Context: an optimization exercise on an open-source flow, tuned for small area, a short achievable clock period and few clock cycles per item. The choices shown serve that exercise and are no tape-out recipe.
No run shown here included a check of the RTL's function; only the layout flow was run.
No activity file was given, so power comes from the tool's default toggle rates.

$ cat flow/run.sh
#!/bin/bash
set -euo pipefail
here=$PWD
sed "s|\$::env(SCRIPTS_DIR)/synth.tcl|$here/synth_custom.tcl|" synth_recipe.tcl > synth_recipe_custom.tcl
sed "s|^  log_cmd abc {\*}\$abc_args|  set abc_args [lreplace \$abc_args 1 1 $here/flow/area.abc]\n  log_cmd abc {*}\$abc_args|" \
  "$FLOW_HOME/scripts/synth.tcl" > synth_custom.tcl
grep -q "flow/area.abc" synth_custom.tcl
grep -q "synth_custom.tcl" synth_recipe_custom.tcl
bash standard.sh SYNTH_SCRIPT="$here/synth_recipe_custom.tcl" SETUP_SLACK_MARGIN=7.5 \
  "BUFFER_PORTS_ARGS=-buffer_cell sky130_fd_sc_hd__buf_2" finish > standard.log 2>&1
$ cat flow/area.abc
strash
ifraig
scorr
dc2
strash
&get -n
&st
&syn4
&dch -f
&nf -R 1000
&put
$ cat standard.sh
#!/bin/bash
# synth_recipe.tcl (not shown) runs the flow's synth.tcl, then flattens the netlist and writes it again
# the make line also repeats each setting of config.mk as NAME=value (left out here)
make -C /OpenROAD-flow-scripts/flow DESIGN_CONFIG=/design/flow/config.mk WORK_HOME=/design/flow/orfs CLKGATE_MAP_FILE= SYNTH_SCRIPT=/design/flow/synth_recipe.tcl "${@:-finish}"
$ cat config.mk
export PLATFORM = sky130hd
export DESIGN_NAME = html_markup_tokenizer_unit
export DESIGN_NICKNAME = html_markup_tokenizer_unit
export VERILOG_FILES = /design/flow/design.v
export SDC_FILE = /design/flow/constraint.sdc
export NUM_CORES = 4
export LEC_CHECK = 0
export CAP_MARGIN = 20
export CORE_MARGIN = 2
export CORE_UTILIZATION = 40
export CTS_BUF_LIST = sky130_fd_sc_hd__clkbuf_8
export SETUP_SLACK_MARGIN = 5
export SLEW_MARGIN = 20
$ cat constraint.sdc
create_clock -name core_clock -period 11.5 [get_ports {clk}]
set_input_delay 2.3000 -clock core_clock [delete_from_list [all_inputs] [get_ports {clk}]]
set_output_delay 2.3000 -clock core_clock [all_outputs]
set_load 0.01 [all_outputs]
$ cat design.v
package htok_pkg;
  localparam logic [3:0] EV_TEXT        = 4'd0;
  localparam logic [3:0] EV_TEXT_END    = 4'd1;
  localparam logic [3:0] EV_START_BEGIN = 4'd2;
  localparam logic [3:0] EV_END_BEGIN   = 4'd3;
  localparam logic [3:0] EV_NAME        = 4'd4;
  localparam logic [3:0] EV_ANAME       = 4'd5;
  localparam logic [3:0] EV_AVALUE      = 4'd6;
  localparam logic [3:0] EV_ATTR_KEEP   = 4'd7;
  localparam logic [3:0] EV_ATTR_DROP   = 4'd8;
  localparam logic [3:0] EV_TAG_END     = 4'd9;
  localparam logic [3:0] EV_TAG_ABORT   = 4'd10;
  localparam logic [3:0] EV_COMMENT     = 4'd11;
  localparam logic [3:0] EV_COMMENT_END = 4'd12;
  localparam logic [3:0] EV_DOCTYPE     = 4'd13;
  localparam logic [3:0] EV_DOCTYPE_END = 4'd14;
endpackage
module html_markup_tokenizer_unit (
  input  logic        clk,
  input  logic        rst,
  input  logic        byte_valid,
  output logic        byte_stall,
  input  logic [8:0]  byte_item,    
  output logic        event_valid,
  input  logic        event_stall,
  output logic [13:0] event_item    
);
  localparam logic [4:0] S_DATA     = 5'd0;
  localparam logic [4:0] S_TAG_OPEN = 5'd1;
  localparam logic [4:0] S_TAG_NAME = 5'd2;
  localparam logic [4:0] S_END_OPEN = 5'd3;
  localparam logic [4:0] S_SELF_CL  = 5'd4;
  localparam logic [4:0] S_BA       = 5'd5;    
  localparam logic [4:0] S_ANAME    = 5'd6;
  localparam logic [4:0] S_AA       = 5'd7;    
  localparam logic [4:0] S_BAV      = 5'd8;    
  localparam logic [4:0] S_VDQ      = 5'd9;
  localparam logic [4:0] S_VSQ      = 5'd10;
  localparam logic [4:0] S_VUNQ     = 5'd11;
  localparam logic [4:0] S_TEXT     = 5'd12;   
  localparam logic [4:0] S_MARKUP   = 5'd13;
  localparam logic [4:0] S_COMMENT  = 5'd14;
  localparam logic [4:0] S_DOCTYPE  = 5'd15;
  localparam logic [4:0] S_R_FIN0   = 5'd16;   
  localparam logic [4:0] S_R_FIN1   = 5'd17;   
  localparam logic [4:0] S_R_ANAME  = 5'd18;   
  localparam logic [4:0] S_R_FLUSH  = 5'd19;   
  localparam logic [4:0] S_R_DASH   = 5'd20;   
  localparam logic [4:0] S_R_HELD   = 5'd21;   
  localparam logic [4:0] S_C_TAG     = 5'd24;  
  localparam logic [4:0] S_C_MARKUP  = 5'd25;  
  localparam logic [4:0] S_C_FLUSH   = 5'd26;
  localparam logic [4:0] S_C_DATA    = 5'd27;  
  localparam logic [4:0] S_C_COMMENT = 5'd28;  
  localparam logic [4:0] S_C_DOCTYPE = 5'd29;  
  logic [4:0] st;
  logic       anp, avp;     
  logic [2:0] mc;           
  logic       md;           
  logic [5:0] mu;           
  logic [1:0] dash;         
  logic [3:0] hc;           
  logic [3:0][2:0] hh;      
  logic [7:0][2:0] hs;
  logic       started;      
  logic       ir_v, sk_v;
  logic [7:0] x, sk;
  logic       xl, skl;
  logic       out_free, go, consume;
  assign byte_stall = sk_v;
  assign out_free   = !event_valid || !event_stall;
  assign go         = ir_v && out_free;
  logic [7:0] xf;
  logic is_ws, is_al, is_lt, is_gt, is_sl, is_eq, is_dq, is_sq, is_bang, is_dash, is_nul;
  assign xf      = x | 8'h20;
  assign is_ws   = (x == 8'h20) || (x == 8'h09) || (x == 8'h0A) || (x == 8'h0C) || (x == 8'h0D);
  assign is_al   = (xf >= 8'h61) && (xf <= 8'h7A);
  assign is_lt   = (x == 8'h3C);
  assign is_gt   = (x == 8'h3E);
  assign is_sl   = (x == 8'h2F);
  assign is_eq   = (x == 8'h3D);
  assign is_dq   = (x == 8'h22);
  assign is_sq   = (x == 8'h27);
  assign is_bang = (x == 8'h21);
  assign is_dash = (x == 8'h2D);
  assign is_nul  = (x == 8'h00);
  function automatic logic [7:0] dt_char(input logic [2:0] i);
    case (i)
      3'd0:    dt_char = 8'h64;
      3'd1:    dt_char = 8'h6F;
      3'd2:    dt_char = 8'h63;
      3'd3:    dt_char = 8'h74;
      3'd4:    dt_char = 8'h79;
      3'd5:    dt_char = 8'h70;
      3'd6:    dt_char = 8'h65;
      default: dt_char = 8'h00;
    endcase
  endfunction
  assign hs = {hh, {md, dash}, mc, mu[5:3], mu[2:0]};
  logic [2:0] h_old;
  logic [7:0] h_old_b;
  always_comb begin
    case (hc)
      4'd1:    h_old = hs[0];
      4'd2:    h_old = hs[1];
      4'd3:    h_old = hs[2];
      4'd4:    h_old = hs[3];
      4'd5:    h_old = hs[4];
      4'd6:    h_old = hs[5];
      4'd7:    h_old = hs[6];
      default: h_old = hs[7];
    endcase
  end
  assign h_old_b = (h_old == 3'd0) ? 8'h20 : {5'b00001, h_old};
  logic [2:0] fpos;
  logic [7:0] f_byte;
  assign fpos = hc[2:0] - 3'd2;
  always_comb begin
    if (hc == 4'd1)  f_byte = 8'h21;
    else if (md)     f_byte = 8'h2D;
    else             f_byte = dt_char(fpos) & ~{2'b00, mu[fpos], 5'b00000};
  end
  logic [4:0] n_st;
  logic       n_anp, n_avp, n_md, n_started, n_pend;
  logic       clos_empty;
  logic [2:0] n_mc;
  logic [5:0] n_mu;
  logic [1:0] n_dash;
  logic [3:0] n_hc;
  logic       h_push;
  logic       emit, esc, cont, more, finish;
  logic [3:0] ek;
  logic [7:0] eb;
  logic       do_fin, fin_sc, fin_store, do_an, an_store;
  logic       pending;
  logic       tag_state;
  assign pending = anp || avp;
  always_comb begin
    case (st)
      S_DATA, S_TEXT: clos_empty = is_lt;
      S_TAG_OPEN: clos_empty = is_sl;
      S_END_OPEN: clos_empty = !is_al;
      S_TAG_NAME: clos_empty = is_gt;
      S_SELF_CL:  clos_empty = is_gt;
      S_BA, S_ANAME, S_AA, S_BAV, S_VUNQ: clos_empty = is_gt;
      S_COMMENT:  clos_empty = is_gt && dash[1];
      S_DOCTYPE:  clos_empty = is_gt;
      S_R_FIN0, S_R_FIN1: clos_empty = 1'b1;
      default:    clos_empty = 1'b0;
    endcase
  end
  always_comb begin
    n_st      = st;
    n_anp     = anp;
    n_avp     = avp;
    n_mc      = mc;
    n_md      = md;
    n_mu      = mu;
    n_dash    = dash;
    n_hc      = hc;
    n_started = started;
    h_push    = 1'b0;
    emit      = 1'b0;
    ek        = htok_pkg::EV_TEXT;
    esc       = 1'b0;
    cont      = 1'b0;
    finish    = 1'b0;
    do_fin    = 1'b0;
    fin_sc    = 1'b0;
    fin_store = 1'b0;
    do_an     = 1'b0;
    an_store  = 1'b0;
      case (st)
        S_DATA, S_TEXT: begin
          if (is_lt) begin
            if (st == S_TEXT) begin
              emit = 1'b1;
              ek   = htok_pkg::EV_TEXT_END;
            end
            n_st = S_TAG_OPEN;
          end else begin
            emit = 1'b1;
            ek   = htok_pkg::EV_TEXT;
            n_st = S_TEXT;
          end
        end
        S_TAG_OPEN: begin
          if (is_sl) begin
            n_st = S_END_OPEN;
          end else if (is_al) begin
            n_anp = 1'b0;
            n_avp = 1'b0;
            emit  = 1'b1;
            ek    = htok_pkg::EV_START_BEGIN;
            n_st  = S_TAG_NAME;
          end else if (is_bang) begin
            n_mc = 3'd0;
            n_st = S_MARKUP;
          end else begin
            emit = 1'b1;
            ek   = htok_pkg::EV_TEXT;
            n_st = S_TEXT;
            cont = 1'b1;
          end
        end
        S_TAG_NAME: begin
          if (is_ws) begin
            n_st = S_BA;
          end else if (is_sl) begin
            n_st = S_SELF_CL;
          end else if (is_gt) begin
            do_fin = 1'b1;
          end else begin
            emit = 1'b1;
            ek   = htok_pkg::EV_NAME;
          end
        end
        S_END_OPEN: begin
          if (is_al) begin
            n_anp = 1'b0;
            n_avp = 1'b0;
            emit  = 1'b1;
            ek    = htok_pkg::EV_END_BEGIN;
            n_st  = S_TAG_NAME;
          end else begin
            n_st = S_DATA;
          end
        end
        S_SELF_CL, S_BA: begin
          if (st == S_SELF_CL && is_gt) begin
            do_fin = 1'b1;
            fin_sc = 1'b1;
          end else if (is_ws) begin
            n_st = S_BA;
          end else if (is_sl) begin
            n_st = S_SELF_CL;
          end else if (is_gt) begin
            do_fin    = 1'b1;
            fin_store = 1'b1;
          end else begin
            do_an = 1'b1;
          end
        end
        S_ANAME: begin
          if (is_ws) begin
            n_st = S_AA;
          end else if (is_sl) begin
            n_st = S_SELF_CL;
          end else if (is_gt) begin
            do_fin    = 1'b1;
            fin_store = 1'b1;
          end else if (is_eq) begin
            n_st = S_BAV;
          end else begin
            emit  = 1'b1;
            ek    = htok_pkg::EV_ANAME;
            n_anp = 1'b1;
          end
        end
        S_AA: begin
          if (is_ws) begin
            n_st = S_AA;
          end else if (is_sl) begin
            n_st = S_SELF_CL;
          end else if (is_eq) begin
            n_st = S_BAV;
          end else if (is_gt) begin
            do_fin    = 1'b1;
            fin_store = 1'b1;
          end else begin
            do_an    = 1'b1;
            an_store = 1'b1;
          end
        end
        S_BAV: begin
          if (is_ws) begin
            n_st = S_BAV;
          end else if (is_dq) begin
            n_st = S_VDQ;
          end else if (is_sq) begin
            n_st = S_VSQ;
          end else if (is_gt) begin
            do_fin    = 1'b1;
            fin_store = 1'b1;
          end else begin
            n_st = S_VUNQ;
            if (!is_nul) begin
              emit  = 1'b1;
              ek    = htok_pkg::EV_AVALUE;
              n_avp = 1'b1;
            end
          end
        end
        S_VDQ, S_VSQ: begin
          if ((st == S_VDQ) ? is_dq : is_sq) begin
            if (pending) begin
              emit = 1'b1;
              ek   = anp ? htok_pkg::EV_ATTR_KEEP : htok_pkg::EV_ATTR_DROP;
            end
            n_anp = 1'b0;
            n_avp = 1'b0;
            n_st  = S_BA;
          end else begin
            emit  = 1'b1;
            ek    = htok_pkg::EV_AVALUE;
            n_avp = 1'b1;
          end
        end
        S_VUNQ: begin
          if (is_ws) begin
            if (pending) begin
              emit = 1'b1;
              ek   = anp ? htok_pkg::EV_ATTR_KEEP : htok_pkg::EV_ATTR_DROP;
            end
            n_anp = 1'b0;
            n_avp = 1'b0;
            n_st  = S_BA;
          end else if (is_gt) begin
            do_fin    = 1'b1;
            fin_store = 1'b1;
          end else if (!is_nul) begin
            emit  = 1'b1;
            ek    = htok_pkg::EV_AVALUE;
            n_avp = 1'b1;
          end
        end
        S_MARKUP: begin
          if (mc == 3'd0 && (is_dash || xf == 8'h64)) begin
            n_md    = is_dash;
            n_mu[0] = !x[5];
            n_mc    = 3'd1;
          end else if (mc != 3'd0 && md && is_dash) begin
            n_mc   = 3'd0;
            n_dash = 2'd0;
            n_st   = S_COMMENT;
          end else if (mc != 3'd0 && !md && xf == dt_char(mc)) begin
            if (mc == 3'd6) begin
              n_mc      = 3'd0;
              n_hc      = 4'd0;
              n_started = 1'b0;
              n_st      = S_DOCTYPE;
            end else begin
              n_mu[mc] = !x[5];
              n_mc     = mc + 3'd1;
            end
          end else begin
            emit = 1'b1;
            ek   = htok_pkg::EV_TEXT;
            n_st = S_R_FLUSH;
            n_hc = 4'd1;
            cont = 1'b1;
          end
        end
        S_R_FLUSH, S_C_FLUSH: begin
          emit = 1'b1;
          ek   = htok_pkg::EV_TEXT;
          cont = 1'b1;
          if (hc == {1'b0, mc} + 4'd1) begin
            n_st = (st == S_C_FLUSH) ? S_C_DATA : S_TEXT;
            n_hc = 4'd0;
            n_mc = 3'd0;
          end else begin
            n_hc = hc + 4'd1;
          end
        end
        S_COMMENT: begin
          if (is_dash) begin
            if (!dash[1]) begin
              n_dash = {dash[0], 1'b1};
            end else begin
              emit = 1'b1;
              ek   = htok_pkg::EV_COMMENT;
            end
          end else if (is_gt && dash[1]) begin
            emit   = 1'b1;
            ek     = htok_pkg::EV_COMMENT_END;
            n_dash = 2'd0;
            n_st   = S_DATA;
          end else if (dash[0]) begin
            emit   = 1'b1;
            ek     = htok_pkg::EV_COMMENT;
            n_dash = {1'b0, dash[1]};
            n_st   = S_R_DASH;
            cont   = 1'b1;
          end else begin
            emit = 1'b1;
            ek   = htok_pkg::EV_COMMENT;
          end
        end
        S_R_DASH: begin
          emit = 1'b1;
          ek   = htok_pkg::EV_COMMENT;
          if (dash[0]) begin
            n_dash = {1'b0, dash[1]};
            cont   = 1'b1;
          end else begin
            n_st = S_COMMENT;
          end
        end
        S_DOCTYPE: begin
          if (is_gt) begin
            emit      = 1'b1;
            ek        = htok_pkg::EV_DOCTYPE_END;
            n_hc      = 4'd0;
            n_started = 1'b0;
            n_st      = S_DATA;
          end else if (is_ws) begin
            if (started) begin
              h_push = 1'b1;
              if (hc == 4'd8) begin
                emit = 1'b1;
                ek   = htok_pkg::EV_DOCTYPE;
              end else begin
                n_hc = hc + 4'd1;
              end
            end
          end else if (hc != 4'd0) begin
            emit = 1'b1;
            ek   = htok_pkg::EV_DOCTYPE;
            n_hc = hc - 4'd1;
            n_st = S_R_HELD;
            cont = 1'b1;
          end else begin
            emit      = 1'b1;
            ek        = htok_pkg::EV_DOCTYPE;
            n_started = 1'b1;
          end
        end
        S_R_HELD: begin
          emit = 1'b1;
          ek   = htok_pkg::EV_DOCTYPE;
          if (hc != 4'd0) begin
            n_hc = hc - 4'd1;
            cont = 1'b1;
          end else begin
            n_started = 1'b1;
            n_st      = S_DOCTYPE;
          end
        end
        S_R_FIN0, S_R_FIN1: begin
          emit = 1'b1;
          ek   = htok_pkg::EV_TAG_END;
          esc  = (st == S_R_FIN1);
          n_st = S_DATA;
        end
        S_R_ANAME: begin
          emit  = 1'b1;
          ek    = htok_pkg::EV_ANAME;
          n_anp = 1'b1;
          n_st  = S_ANAME;
        end
        S_C_TAG: begin
          emit = 1'b1;
          if (pending) begin
            ek    = htok_pkg::EV_ATTR_DROP;
            n_anp = 1'b0;
            n_avp = 1'b0;
            cont  = 1'b1;
          end else begin
            ek   = htok_pkg::EV_TAG_ABORT;
            n_st = S_DATA;
          end
        end
        S_C_MARKUP: begin
          emit = 1'b1;
          ek   = htok_pkg::EV_TEXT;
          n_st = S_C_FLUSH;
          n_hc = 4'd1;
          cont = 1'b1;
        end
        S_C_COMMENT: begin
          emit = 1'b1;
          if (dash[0]) begin
            ek     = htok_pkg::EV_COMMENT;
            n_dash = {1'b0, dash[1]};
            cont   = 1'b1;
          end else begin
            ek   = htok_pkg::EV_COMMENT_END;
            n_st = S_DATA;
          end
        end
        S_C_DOCTYPE: begin
          emit      = 1'b1;
          ek        = htok_pkg::EV_DOCTYPE_END;
          n_st      = S_DATA;
          n_hc      = 4'd0;
          n_started = 1'b0;
        end
        S_C_DATA: begin
          emit = 1'b1;
          ek   = htok_pkg::EV_TEXT_END;
          n_st = S_DATA;
        end
        default: begin
          n_st = S_DATA;
          cont = 1'b1;
        end
      endcase
      if (do_fin) begin
        emit  = 1'b1;
        n_anp = 1'b0;
        n_avp = 1'b0;
        if (pending) begin
          ek   = (fin_store && anp) ? htok_pkg::EV_ATTR_KEEP : htok_pkg::EV_ATTR_DROP;
          n_st = fin_sc ? S_R_FIN1 : S_R_FIN0;
          cont = 1'b1;
        end else begin
          ek   = htok_pkg::EV_TAG_END;
          esc  = fin_sc;
          n_st = S_DATA;
        end
      end
      if (do_an) begin
        n_anp = 1'b0;
        n_avp = 1'b0;
        if (pending) begin
          emit = 1'b1;
          ek   = (an_store && anp) ? htok_pkg::EV_ATTR_KEEP : htok_pkg::EV_ATTR_DROP;
          if (is_eq) begin
            n_st = S_BAV;
          end else begin
            n_st = S_R_ANAME;
            cont = 1'b1;
          end
        end else if (is_eq) begin
          n_st = S_BAV;
        end else begin
          emit  = 1'b1;
          ek    = htok_pkg::EV_ANAME;
          n_anp = 1'b1;
          n_st  = S_ANAME;
        end
      end
    more   = cont;
    n_pend = cont;
    if (!cont && xl && !(st[4] && st[3])) begin
      if (clos_empty) begin
        n_st = S_DATA;
      end else begin
        more   = 1'b1;
        n_pend = 1'b1;
        case (n_st)
          S_MARKUP:  n_st = S_C_MARKUP;
          S_COMMENT: n_st = S_C_COMMENT;
          S_DOCTYPE: n_st = S_C_DOCTYPE;
          S_TEXT:    n_st = S_C_DATA;
          default:   n_st = S_C_TAG;
        endcase
      end
    end
  end
  logic [7:0] src;
  logic       byte_ev;
  always_comb begin
    case (st)
      S_TAG_OPEN:                      src = is_al ? x : 8'h3C;
      S_MARKUP, S_C_MARKUP:            src = 8'h3C;
      S_R_FLUSH, S_C_FLUSH:            src = f_byte;
      S_COMMENT, S_R_DASH, S_C_COMMENT: src = (dash[0]) ? 8'h2D : x;
      S_DOCTYPE, S_R_HELD:             src = (hc != 4'd0) ? h_old_b : x;
      default:                         src = x;
    endcase
  end
  assign byte_ev = (ek == htok_pkg::EV_TEXT) || (ek == htok_pkg::EV_START_BEGIN) ||
                   (ek == htok_pkg::EV_END_BEGIN) || (ek == htok_pkg::EV_NAME) ||
                   (ek == htok_pkg::EV_ANAME) || (ek == htok_pkg::EV_AVALUE) ||
                   (ek == htok_pkg::EV_COMMENT) || (ek == htok_pkg::EV_DOCTYPE);
  assign eb = byte_ev ? src : 8'h00;
  assign consume = go && !n_pend;
  always_ff @(posedge clk) begin
    if (rst) begin
      st          <= S_DATA;
      anp         <= 1'b0;
      avp         <= 1'b0;
      mc          <= 3'd0;
      dash        <= 2'd0;
      hc          <= 4'd0;
      started     <= 1'b0;
      ir_v        <= 1'b0;
      sk_v        <= 1'b0;
      event_valid <= 1'b0;
    end else begin
      if (go) begin
        st      <= n_st;
        anp     <= n_anp;
        avp     <= n_avp;
        if (h_push) begin
          mc   <= mu[5:3];
          dash <= mc[1:0];
        end else begin
          mc   <= n_mc;
          dash <= n_dash;
        end
        hc      <= n_hc;
        started <= n_started;
      end
      if (!ir_v || consume) begin
        ir_v <= sk_v || byte_valid;
        sk_v <= 1'b0;
      end else if (byte_valid && !sk_v) begin
        sk_v <= 1'b1;
      end
      if (go && emit) begin
        event_valid <= 1'b1;
      end else if (!event_stall) begin
        event_valid <= 1'b0;
      end
    end
  end
  always_ff @(posedge clk) begin
    if (!ir_v || consume) begin
      x  <= sk_v ? sk : byte_item[8:1];
      xl <= sk_v ? skl : byte_item[0];
    end
    if (!sk_v) begin
      sk  <= byte_item[8:1];
      skl <= byte_item[0];
    end
    if (go) begin
      if (h_push) begin
        hh <= {hh[2:0], md, dash};
        md <= mc[2];
        mu <= {mu[2:0], x[2:0]};
      end else begin
        md <= n_md;
        mu <= n_mu;
      end
    end
    if (out_free) begin
      event_item <= {ek, eb, esc, !more};
    end
  end
endmodule
==> out/results.tsv, run 1 <==
stage	metric	value	unit
routing	remaining_drc_errors	0	
grt	grt_pass1_wl	33.74	mm
floorplanning	dieHeight	118.9	microns
grt	grt_max_degree	23	
clocking	cts_tree	yes	
clocking	clk_pin_slew	0.08	ns
routing	dr.pass1.iters	6	
yosys	ys.flop_type	edfxtp_1	
timing	skew	0.01958	ns
min_path	holdPathStages	0	
yosys	synth.avg_cell_area	7.752	sq um
grt	antenna_found_initial	0	
setup_path	cp_data_arrival_time	4.07	ns
clocking	clockBufferDepth	2	
setup_path	critPathKind	reg -> reg	
place	portBuffers	28	
power_and_ir_drop	power_density	136.1	nW/um^2
yosys	yosys_warnings	1	
yosys	synth_nets	706	
routing	antenna_left	0	
power_and_ir_drop	ir_drop	95.14	uV
power_and_ir_drop	p_leak	2.437	nW
yosys	synth_top_area_share	0.2389	
timing	max_freq	0.2517	GHz
yosys	synthCells	681	
timing	fin_hold_ws	0.4578	ns
yosys	yosys.area.top_type	edfxtp_1	
min_path	min_from	hh[2]	
grt	grt_util_all_layers	0.3118	
routing	wl	21.97	mm
clocking	cts_buffers	9	
yosys	ys_ff_latch	71	
yosys	synth_area_leaders	edfxtp_1 24%, dfxtp_1 11%, nand2_1 7.5%	
yosys	synth-seq-area-share	0.3489	
timing	finalSetupViolations	0	
setup_path	max_stage_delay	0.51	ns
final_layout	drive_above_1_share	0.1786	
clocking	cts_hold_buf	0	
place	gp_congestion	1.044	
min_path	hold_path_class	reg -> reg	
place	dp_hpwl	16.25	mm
routing	drt_first_iter_violations	841	
setup_path	cpMaxStageDelayCell	edfxtp_1	
power_and_ir_drop	p_total	882.6	uW
status	status	timing/DRC/antenna clean	
run	max_cap_violations	0	
clocking	root_buffer	clkbuf_8	
yosys	synth_edf_count	42	
setup_path	critPathMaxFanout	11	
floorplanning	start_util	0.4133	
min_path	hold_end	hh[5]	
yosys	synth_area	5279	sq um
routing	vias_per_cell	6.639	
timing	relSlewSlack	0.2941	
floorplanning	ios	29	
timing	maxSlewViolCount	0	
floorplanning	rows	41	
setup_path	r2r-end	x[1]	
setup_path	cp-end-kind	flop	
timing	finalHoldViolations	0	
final_layout	finalNonFillerCells	939	
timing	rsz0062_at_grt	true	
floorplanning	die_w	118.9	microns
final_layout	n_antenna_cell	0	
floorplanning	core_area	12770	sq um
setup_path	r2r_cells	17	
final_layout	area_growth	22.83	%
clocking	clkLatencyLatePin	0.39	ns
final_layout	nets	787	
yosys	yosysMostFrequentCell	nand2_1	
timing	worstMarginPinSlew	1.032	ns
setup_path	cp_num_buf_inv	1	
setup_path	crit_chain	nand2_4 > nor3_2 > nand3_2 > nor2_2 > a21oi_1 > nor2b_1 > a211oi_1 > o21ai_0 > nor2_1 > nand3_1 > a211oi_2 > and3_4 > clkinv_1 > nor3_2 > nor2b_1 > nand2_1 > nand2_4	
floorplanning	die_area	14130	sq um
setup_path	critPathLaunchType	flop	
timing	postLayoutSetupSlackWorst	7.528	ns
setup_path	critical_path.top_delay_family	simple AND/OR/NAND/NOR gates	
setup_path	r2r-start	x[2]	
yosys	ys_async_sr_fraction	0	
place	dp.cells	889	
setup_path	rrSetupSlack	7.53	ns
grt	grt_pass1_vias	5718	
grt	gr-total-overflow	0	
place	dp_slack	6.496	ns
timing	finalSetupTns	0	ns
clocking	clock-sinks	71	
routing	wl_per_cell	23.39	microns
yosys	synthTopCellsByCount	106 x nand2_1, 91 x nor2_1, 53 x a21oi_1	
clocking	ctsHtreeMaxLevel	3	
setup_path	required	11.60	ns
routing	dr_total_vias	6234	
timing	min_period	3.972	ns
yosys	synth_cell_types	57	
timing	finalCritPeriodShare	0.3454	
-- per-stage QoR --
stage | util | cell area (sq um)
after floorplan | - | 5279
after global placement | 0.4458 | 5694
after detailed placement | 0.4458 | 5694
after CTS | 0.4829 | 6168
after global routing | 0.5076 | 6484
final | 0.5076 | 6484
-- repair_timing --
item,in CTS,in global routing
setup endpoints to repair,54,31
pin swaps,2,12
gates resized for setup,45,34
buffers inserted,13,21
-- flip-flops by register name (all words and copies together) (netlist names) --
signal,cells
hh,12
started,1
md,1
sk,8
event_item,14
anp,1
sk_v,1
mu,6
xl,1
skl,1
avp,1
dash,2
hc,4
x,8
mc,3
st,5
ir_v,1
event_valid,1
-- power breakdown --
group | total [mW] | internal, mW | switching [mW]
Clock | 0.243 | 0.143 | 0.100
Combinational | 0.295 | 0.109 | 0.187
Sequential | 0.344 | 0.308 | 0.0361
-- worst max path at each step --
stage / start / endpoint / slack [ns] / depth (start not counted)
after floorplan: x[2] / event_item[6] / 7.56 / 18
after global placement: mc[0] / x[2] / 6.56 / 19
after detailed placement: x[2] / event_item[8] / 6.50 / 18
after CTS: x[2] / event_item[8] / 7.47 / 17
after global routing: mc[0] / x[3] / 7.38 / 19
final: x[2] / x[1] / 7.53 / 17
-- metal layers --
layer,share of wire,routed length (microns),track usage,vias to the layer above
li1,-,-,-,2782
met1,0.42,9265,0.4466,2947
met2,0.43,9537,0.4655,453
met3,0.12,2647,0.06944,52
met4,0.023,516,0.09970,0
met5,0,0,0,-
-- layout by cell type (no fill, tap or decap), drive strengths merged, types with 5 or more instances in the layout --
cell type and instances:
buf 70, nor2b 10, o31ai 8, edfxtp 42, xor2 8, nor4 16
o211ai 8, and2 8, mux2 10, dfxtp 29, nand2b 8, clkinv 22
a22o 5, clkbuf 9, a311oi 5, ha 12, nor3 42, o22ai 13
a21oi 53, nand3 24, and3 12, nor2 91, or3 5, a31oi 19
a32oi 7, a21o 5, o21ai 46, nand2 106
-- logic make-up after synthesis --
| logic type | count (synthesis) | synth area share |
|---|---|---|
| XOR/XNOR | 12 | 0.01991 |
| AO/OA/AOI/OAI | 215 | 0.2671 |
| AND/OR/NAND/NOR | 337 | 0.2925 |
| adder cells (fa/ha/maj) | 12 | 0.02844 |
| buffers and inverters | 22 | 0.01564 |
| flip-flops | 71 | 0.3489 |
| multiplexers | 12 | 0.02749 |
-- final cells by class --
type,count,area (sq um)
Sequential cell,71,1856
Clock inverter,7,113.9
Tap cell,172,215.2
Clock buffer,9,123.9
Timing Repair Buffer,70,471.7
Multi-Input combinational cell,588,3611
Inverter,22,92.59
Fill cell,1240,6290
==> run 2, diff against run 1 <==
--- a/design.v
+++ b/design.v
@@ -60,8 +60,7 @@
   logic [5:0] mu;           
   logic [1:0] dash;         
   logic [3:0] hc;           
-  logic [3:0][2:0] hh;      
-  logic [7:0][2:0] hs;
+  logic [7:0][2:0] hs;      
   logic       started;      
   logic       ir_v, sk_v;
   logic [7:0] x, sk;
@@ -70,20 +69,17 @@
   assign byte_stall = sk_v;
   assign out_free   = !event_valid || !event_stall;
   assign go         = ir_v && out_free;
-  logic [7:0] xf;
-  logic is_ws, is_al, is_lt, is_gt, is_sl, is_eq, is_dq, is_sq, is_bang, is_dash, is_nul;
-  assign xf      = x | 8'h20;
-  assign is_ws   = (x == 8'h20) || (x == 8'h09) || (x == 8'h0A) || (x == 8'h0C) || (x == 8'h0D);
-  assign is_al   = (xf >= 8'h61) && (xf <= 8'h7A);
-  assign is_lt   = (x == 8'h3C);
-  assign is_gt   = (x == 8'h3E);
-  assign is_sl   = (x == 8'h2F);
-  assign is_eq   = (x == 8'h3D);
-  assign is_dq   = (x == 8'h22);
-  assign is_sq   = (x == 8'h27);
-  assign is_bang = (x == 8'h21);
-  assign is_dash = (x == 8'h2D);
-  assign is_nul  = (x == 8'h00);
+  logic [7:0] nx, xf, nxf;
+  logic [11:0] ncls, cls;
+  logic is_ws, is_al, is_lt, is_gt, is_sl, is_eq, is_dq, is_sq, is_bang, is_dash, is_nul, is_d;
+  assign nx   = sk_v ? sk : byte_item[8:1];
+  assign nxf  = nx | 8'h20;
+  assign ncls = {(nx == 8'h20) || (nx == 8'h09) || (nx == 8'h0A) || (nx == 8'h0C) || (nx == 8'h0D),
+                 (nxf >= 8'h61) && (nxf <= 8'h7A),
+                 nx == 8'h3C, nx == 8'h3E, nx == 8'h2F, nx == 8'h3D, nx == 8'h22, nx == 8'h27,
+                 nx == 8'h21, nx == 8'h2D, nx == 8'h00, nxf == 8'h64};
+  assign {is_ws, is_al, is_lt, is_gt, is_sl, is_eq, is_dq, is_sq, is_bang, is_dash, is_nul, is_d} = cls;
+  assign xf   = x | 8'h20;
   function automatic logic [7:0] dt_char(input logic [2:0] i);
     case (i)
       3'd0:    dt_char = 8'h64;
@@ -96,7 +92,6 @@
       default: dt_char = 8'h00;
     endcase
   endfunction
-  assign hs = {hh, {md, dash}, mc, mu[5:3], mu[2:0]};
   logic [2:0] h_old;
   logic [7:0] h_old_b;
   always_comb begin
@@ -121,13 +116,11 @@
     else             f_byte = dt_char(fpos) & ~{2'b00, mu[fpos], 5'b00000};
   end
   logic [4:0] n_st;
-  logic       n_anp, n_avp, n_md, n_started, n_pend;
+  logic       n_anp, n_avp, n_started, n_pend;
   logic       clos_empty;
   logic [2:0] n_mc;
-  logic [5:0] n_mu;
   logic [1:0] n_dash;
   logic [3:0] n_hc;
-  logic       h_push;
   logic       emit, esc, cont, more, finish;
   logic [3:0] ek;
   logic [7:0] eb;
@@ -135,6 +128,18 @@
   logic       pending;
   logic       tag_state;
   assign pending = anp || avp;
+  logic [4:0] cl_target;
+  always_comb begin
+    case (st)
+      S_DATA, S_TEXT:      cl_target = S_C_DATA;
+      S_TAG_OPEN:          cl_target = is_bang ? S_C_MARKUP : S_C_TAG;
+      S_MARKUP:            cl_target = (mc != 3'd0 && md && is_dash) ? S_C_COMMENT :
+                                       (mc == 3'd6) ? S_C_DOCTYPE : S_C_MARKUP;
+      S_COMMENT, S_R_DASH: cl_target = S_C_COMMENT;
+      S_DOCTYPE, S_R_HELD: cl_target = S_C_DOCTYPE;
+      default:             cl_target = S_C_TAG;
+    endcase
+  end
   always_comb begin
     case (st)
       S_DATA, S_TEXT: clos_empty = is_lt;
@@ -143,7 +148,7 @@
       S_TAG_NAME: clos_empty = is_gt;
       S_SELF_CL:  clos_empty = is_gt;
       S_BA, S_ANAME, S_AA, S_BAV, S_VUNQ: clos_empty = is_gt;
-      S_COMMENT:  clos_empty = is_gt && dash[1];
+      S_COMMENT:  clos_empty = is_gt && dash == 2'd2;
       S_DOCTYPE:  clos_empty = is_gt;
       S_R_FIN0, S_R_FIN1: clos_empty = 1'b1;
       default:    clos_empty = 1'b0;
@@ -154,12 +159,9 @@
     n_anp     = anp;
     n_avp     = avp;
     n_mc      = mc;
-    n_md      = md;
-    n_mu      = mu;
     n_dash    = dash;
     n_hc      = hc;
     n_started = started;
-    h_push    = 1'b0;
     emit      = 1'b0;
     ek        = htok_pkg::EV_TEXT;
     esc       = 1'b0;
@@ -325,9 +327,7 @@
           end
         end
         S_MARKUP: begin
-          if (mc == 3'd0 && (is_dash || xf == 8'h64)) begin
-            n_md    = is_dash;
-            n_mu[0] = !x[5];
+          if (mc == 3'd0 && (is_dash || is_d)) begin
             n_mc    = 3'd1;
           end else if (mc != 3'd0 && md && is_dash) begin
             n_mc   = 3'd0;
@@ -340,7 +340,6 @@
               n_started = 1'b0;
               n_st      = S_DOCTYPE;
             end else begin
-              n_mu[mc] = !x[5];
               n_mc     = mc + 3'd1;
             end
           end else begin
@@ -365,21 +364,21 @@
         end
         S_COMMENT: begin
           if (is_dash) begin
-            if (!dash[1]) begin
-              n_dash = {dash[0], 1'b1};
+            if (dash != 2'd2) begin
+              n_dash = dash + 2'd1;
             end else begin
               emit = 1'b1;
               ek   = htok_pkg::EV_COMMENT;
             end
-          end else if (is_gt && dash[1]) begin
+          end else if (is_gt && dash == 2'd2) begin
             emit   = 1'b1;
             ek     = htok_pkg::EV_COMMENT_END;
             n_dash = 2'd0;
             n_st   = S_DATA;
-          end else if (dash[0]) begin
+          end else if (dash != 2'd0) begin
             emit   = 1'b1;
             ek     = htok_pkg::EV_COMMENT;
-            n_dash = {1'b0, dash[1]};
+            n_dash = dash - 2'd1;
             n_st   = S_R_DASH;
             cont   = 1'b1;
           end else begin
@@ -390,8 +389,8 @@
         S_R_DASH: begin
           emit = 1'b1;
           ek   = htok_pkg::EV_COMMENT;
-          if (dash[0]) begin
-            n_dash = {1'b0, dash[1]};
+          if (dash != 2'd0) begin
+            n_dash = dash - 2'd1;
             cont   = 1'b1;
           end else begin
             n_st = S_COMMENT;
@@ -406,7 +405,6 @@
             n_st      = S_DATA;
           end else if (is_ws) begin
             if (started) begin
-              h_push = 1'b1;
               if (hc == 4'd8) begin
                 emit = 1'b1;
                 ek   = htok_pkg::EV_DOCTYPE;
@@ -470,9 +468,9 @@
         end
         S_C_COMMENT: begin
           emit = 1'b1;
-          if (dash[0]) begin
+          if (dash != 2'd0) begin
             ek     = htok_pkg::EV_COMMENT;
-            n_dash = {1'b0, dash[1]};
+            n_dash = dash - 2'd1;
             cont   = 1'b1;
           end else begin
             ek   = htok_pkg::EV_COMMENT_END;
@@ -539,13 +537,7 @@
       end else begin
         more   = 1'b1;
         n_pend = 1'b1;
-        case (n_st)
-          S_MARKUP:  n_st = S_C_MARKUP;
-          S_COMMENT: n_st = S_C_COMMENT;
-          S_DOCTYPE: n_st = S_C_DOCTYPE;
-          S_TEXT:    n_st = S_C_DATA;
-          default:   n_st = S_C_TAG;
-        endcase
+        n_st   = cl_target;
       end
     end
   end
@@ -556,7 +548,7 @@
       S_TAG_OPEN:                      src = is_al ? x : 8'h3C;
       S_MARKUP, S_C_MARKUP:            src = 8'h3C;
       S_R_FLUSH, S_C_FLUSH:            src = f_byte;
-      S_COMMENT, S_R_DASH, S_C_COMMENT: src = (dash[0]) ? 8'h2D : x;
+      S_COMMENT, S_R_DASH, S_C_COMMENT: src = (dash != 2'd0) ? 8'h2D : x;
       S_DOCTYPE, S_R_HELD:             src = (hc != 4'd0) ? h_old_b : x;
       default:                         src = x;
     endcase
@@ -584,13 +576,8 @@
         st      <= n_st;
         anp     <= n_anp;
         avp     <= n_avp;
-        if (h_push) begin
-          mc   <= mu[5:3];
-          dash <= mc[1:0];
-        end else begin
-          mc   <= n_mc;
-          dash <= n_dash;
-        end
+        mc      <= n_mc;
+        dash    <= n_dash;
         hc      <= n_hc;
         started <= n_started;
       end
@@ -609,7 +596,8 @@
   end
   always_ff @(posedge clk) begin
     if (!ir_v || consume) begin
-      x  <= sk_v ? sk : byte_item[8:1];
+      x   <= nx;
+      cls <= ncls;
       xl <= sk_v ? skl : byte_item[0];
     end
     if (!sk_v) begin
@@ -617,13 +605,14 @@
       skl <= byte_item[0];
     end
     if (go) begin
-      if (h_push) begin
-        hh <= {hh[2:0], md, dash};
-        md <= mc[2];
-        mu <= {mu[2:0], x[2:0]};
-      end else begin
-        md <= n_md;
-        mu <= n_mu;
+      if (st == S_MARKUP) begin
+        if (mc == 3'd0) begin
+          md <= is_dash;
+        end
+        mu[mc] <= !x[5];
+      end
+      if (st == S_DOCTYPE && is_ws) begin
+        hs <= {hs[6:0], x[2:0]};
       end
     end
     if (out_free) begin
--- a/flow/run.sh
+++ b/flow/run.sh
@@ -6,5 +6,5 @@
   "$FLOW_HOME/scripts/synth.tcl" > synth_custom.tcl
 grep -q "flow/area.abc" synth_custom.tcl
 grep -q "synth_custom.tcl" synth_recipe_custom.tcl
-bash standard.sh SYNTH_SCRIPT="$here/synth_recipe_custom.tcl" SETUP_SLACK_MARGIN=7.5 \
+bash standard.sh SYNTH_SCRIPT="$here/synth_recipe_custom.tcl" SETUP_SLACK_MARGIN=8.0 \
   "BUFFER_PORTS_ARGS=-buffer_cell sky130_fd_sc_hd__buf_2" finish > standard.log 2>&1
--- a/config.mk
+++ b/config.mk
@@ -9,5 +9,6 @@
 export CORE_MARGIN = 2
 export CORE_UTILIZATION = 40
 export CTS_BUF_LIST = sky130_fd_sc_hd__clkbuf_8
+export PLACE_DENSITY = 0.75
 export SETUP_SLACK_MARGIN = 5
 export SLEW_MARGIN = 20
==> run 2 against run 1 <==
  * Global-route usage shrank 4.0 points
  * Via count shrank 4.0%
  * Sequential power grew 38%
  * Largest power group unchanged
  * Non-clock buffer count is the same
  * Core utilization shrank 0.32 points
  * Worst setup slack gained 0.37 ns
  * Hold slack lost 0.0017 ns
  * Synthesized area grew 8.6%
  * Wire length shrank 6.7%
  * Critical path depth shrank 3
  * First-iteration DRC count grew 1.7%
==> out/results.tsv, run 2 <==
stage	metric	value	unit	change
status	status	timing/DRC/antenna clean		
final_layout	largest_reg_flops	24		+10
yosys	yosys_warnings	1		unchanged
power_and_ir_drop	power_density	160.3	nW/um^2	+18%
setup_path	crit_chain	buf_4 > nor3_1 > nand3_1 > nand2_1 > nor3_2 > and4_4 > a221oi_4 > nand2b_4 > buf_4 > o21bai_1 > a21oi_2 > buf_6 > a21oi_2 > a21o_1		
min_path	min_from	hs[4]		
setup_path	critPathLaunchType	flop		
yosys	synth_compound_area_frac	0.2042		-0.06289
grt	gr-total-overflow	0		unchanged
floorplanning	ios	29		unchanged
yosys	synth_xor_area_frac	0.01222		-0.007691
yosys	synth_area	5734	sq um	+8.6%
floorplanning	start_util	0.4115		-0.001752
final_layout	reg_top3	hs (24), event_item (14), cls (12)		
floorplanning	die_area	15310	sq um	+8.3%
routing	vias_per_cell	6.457		-2.7%
final_layout	final_common_cell	nand2_1		
grt	grt_util_all_layers	0.2716		-0.04019
yosys	synth.avg_cell_area	8.675	sq um	+12%
setup_path	critPathKind	reg -> reg		
run	max_cap_violations	0		unchanged
yosys	synth_area_leaders	edfxtp_1 35%, dfxtp_1 10%, nand2_1 6.2%		
grt	grt_pass1_wl	31.03	mm	-8.0%
yosys	ys.flop_type	edfxtp_1		
final_layout	area_growth	22.56	%	
yosys	ys_ff_latch	95		+34%
yosys	synth_edf_count	66		+57%
final_layout	drive_above_1_share	0.2115		+0.03289
setup_path	cpMaxStageDelayCell	nor3_1		
routing	dr.pass1.iters	6		unchanged
setup_path	r2r-end	event_item[3]		
power_and_ir_drop	p_leak	2.549	nW	+4.6%
clocking	cts_buffers	9		unchanged
yosys	yosys.area_share.simple	0.2677		-0.02476
yosys	synth_top_area_share	0.3456		+0.1067
timing	skew	0.01850	ns	-0.001086 ns
yosys	synth-seq-area-share	0.4469		+0.09797
grt	antenna_found_initial	0		unchanged
setup_path	cp_data_arrival_time	3.75	ns	-0.32 ns
clocking	cts_tree	yes		
setup_path	r2r_cells	14		-3
routing	antenna_left	0		unchanged
floorplanning	dieHeight	123.7	microns	+4.1%
timing	relSlewSlack	0.2987		+0.004588
final_layout	multi_input_area	3405	sq um	-5.7%
setup_path	cp_num_buf_inv	3		+2
timing	finalSetupViolations	0		unchanged
min_path	hold_end	hs[7]		
timing	finalCritPeriodShare	0.3134		-0.03205
clocking	clk_pin_slew	0.11	ns	+0.03 ns
timing	finalSetupTns	0	ns	unchanged
routing	drt_first_iter_violations	855		+1.7%
final_layout	fillCellCount	1341		+8.1%
setup_path	cp-end-kind	flop		
final_layout	seqCellArea	2594	sq um	+40%
timing	fin_hold_ws	0.4561	ns	-0.001703 ns
routing	remaining_drc_errors	0		unchanged
timing	maxSlewViolCount	0		unchanged
final_layout	n_antenna_cell	0		unchanged
place	dp_hpwl	14.45	mm	-11%
clocking	clkLatencyLatePin	0.40	ns	about the same
yosys	synth_cell_types	54		-5.3%
power_and_ir_drop	ir_drop	111.7	uV	+17%
timing	worstMarginPinSlew	1.044	ns	+0.01178 ns
yosys	yosys.area.top_type	edfxtp_1		
setup_path	r2r-start	st[3]		
timing	finalHoldViolations	0		unchanged
routing	dr_total_vias	5986		-4.0%
final_layout	largest-register	hs		
clocking	clockBufferDepth	2		unchanged
yosys	muxShareOfSynthArea	0.02051		-0.006984
setup_path	required	11.65	ns	+0.05 ns
final_layout	post-route-util	0.5044		-0.003236
setup_path	critical_path.top_delay_family	simple AND/OR/NAND/NOR gates		
timing	min_period	3.604	ns	-0.3686 ns
setup_path	rrSetupSlack	7.90	ns	+0.37 ns
place	portBuffers	28		unchanged
min_path	holdPathStages	0		unchanged
clocking	ctsHtreeMaxLevel	3		unchanged
yosys	synth_top_family_by_area	simple AND/OR/NAND/NOR gates		
grt	grt_pass1_vias	5500		-3.8%
timing	rsz0062_at_grt	true		
yosys	synthAdderAreaFrac	0.03273		+0.004287
place	gp_congestion	1.078		+3.3%
yosys	ys_async_sr_fraction	0		unchanged
clocking	cts_hold_buf	0		unchanged
grt	grt_max_degree	25		+8.7%
setup_path	critPathMaxFanout	15		+4
floorplanning	rows	43		+4.9%
routing	wl_per_cell	22.10	microns	-5.5%
timing	max_freq	0.2775	GHz	+10%
floorplanning	core_area	13930	sq um	+9.1%
clocking	clock-sinks	95		+34%
yosys	synthCells	661		-2.9%
min_path	hold_path_class	reg -> reg		
yosys	synthTopCellsByCount	94 x nand2_1, 85 x nor2_1, 66 x edfxtp_1		
routing	wl	20.49	mm	-6.7%
final_layout	final_cell_mix	87 x nand2_1, 72 x nor2_1, 66 x edfxtp_1		
setup_path	max_stage_delay	0.81	ns	+0.30 ns
yosys	synth_nets	689		-2.4%
clocking	root_buffer	clkbuf_8		
yosys	yosysMostFrequentCell	nand2_1		
floorplanning	die_w	123.7	microns	+4.1%
final_layout	nets	770		-2.2%
-- run 2: cell types whose count changed in the layout (fill, tap and decap cells not counted), moves of 6 or more --
cell	previous run	this run
o31ai_1	8	2
nand2_1	100	87
nand3_1	23	34
nor2_1	83	72
edfxtp_1	42	66
nor3_1	36	26
mux2_1	10	2
nand4_1	4	15
a21oi_1	53	43
-- run 2: timing repair --
action	4_1_cts	5_1_grt
pin swaps	14	14
gates cloned	0	1
setup endpoints to repair	38	70
resized for setup	52	36
setup buffers	27	11
-- run 2: through the flow --
step / area, sq um / instances / setup slack [ns] / power, mW
6_report: 7028 / 927 / 7.896 / 1.127
5_1_grt: 7028 / 927 / 7.813 / 1.177
4_1_cts: 6768 / 915 / 8.000 / 1.070
3_5_place_dp: 6168 / 872 / 7.011 / 0.7758
3_3_place_gp: 6168 / 872 / 6.972 / 0.7836
2_1_floorplan: 5781 / 661 / 8.002 / 0.6550
-- run 2: layout make-up --
type,instances,area share
Clock inverter,7,0.01228
Multi-Input combinational cell,542,0.4844
Timing Repair Buffer,70,0.07032
Clock buffer,9,0.01763
Tap cell,180,0.03205
Sequential cell,95,0.3691
Inverter,24,0.01424
-- run 2: how the worst max path moves through the flow --
stage | start | to | slack [ns] | cells past startpoint
after CTS | st[3] | event_item[3] | 8.00 | 18
after global placement | mc[0] | x[4] | 6.97 | 16
after detailed placement | mc[0] | cls[0] | 7.01 | 16
final | st[3] | event_item[3] | 7.90 | 14
after global routing | st[2] | event_item[3] | 7.81 | 18
after floorplan | byte_item[8] | cls[11] | 8.00 | 5
-- run 2: power breakdown --
part | internal (mW) | switching (mW)
registers | 0.424 | 0.0510
clock network | 0.105 | 0.133
logic | 0.164 | 0.250
total | 0.693 | 0.434
-- run 2: cell families (layout without fill, tap and decap cells) --
logic type	after synthesis	in the layout
fa+ha+maj	15	15
flops	95	95
buf+inv	24	110
xor+xnor	8	8
simple gates	325	325
mux	10	10
compound gates	184	184
-- run 2: layer usage --
metal	routed length, microns	up-vias	track usage	part of all wire
li1	-	2702	-	-
met1	8428	2764	0.3698	0.41
met2	8725	434	0.4001	0.43
met3	2436	86	0.06914	0.12
met4	895	0	0.1342	0.044
met5	0	-	0	0

-- separate check: timing with driven ports --
How much do the figures lean on ideal ports? The routed layouts below were timed once more, with nothing changed but the port constraints.
Step 1 assumes that a clkbuf_16 drives the clock port and a buf_2 every other input.
Step 2 adds t to the input delays and takes it off the output delays; t is the mean of the earliest and latest rising clock arrival at the registers after step 1. Input paths then give back, and output paths get back, about the clock's delay inside the block.
Three values: ideal, step 1, step 2; two values: the first two.
run	t (ns)	setup slack, ns	hold WS [ns]	slew at the worst register clock pin (ns)	cell pins on the clock port's net
run 1	0.415	7.528 / 7.528 / 7.242	0.458 / 0.458 / 0.458	0.09 / 0.09	1
run 2	0.427	7.896 / 7.896 / 7.690	0.456 / 0.456 / 0.456	0.11 / 0.11	1
After both steps setup and hold are still met in every run listed. The setup slack of run 1, which loses most, moves by 0.000 ns with the drivers and by -0.286 ns with both steps.
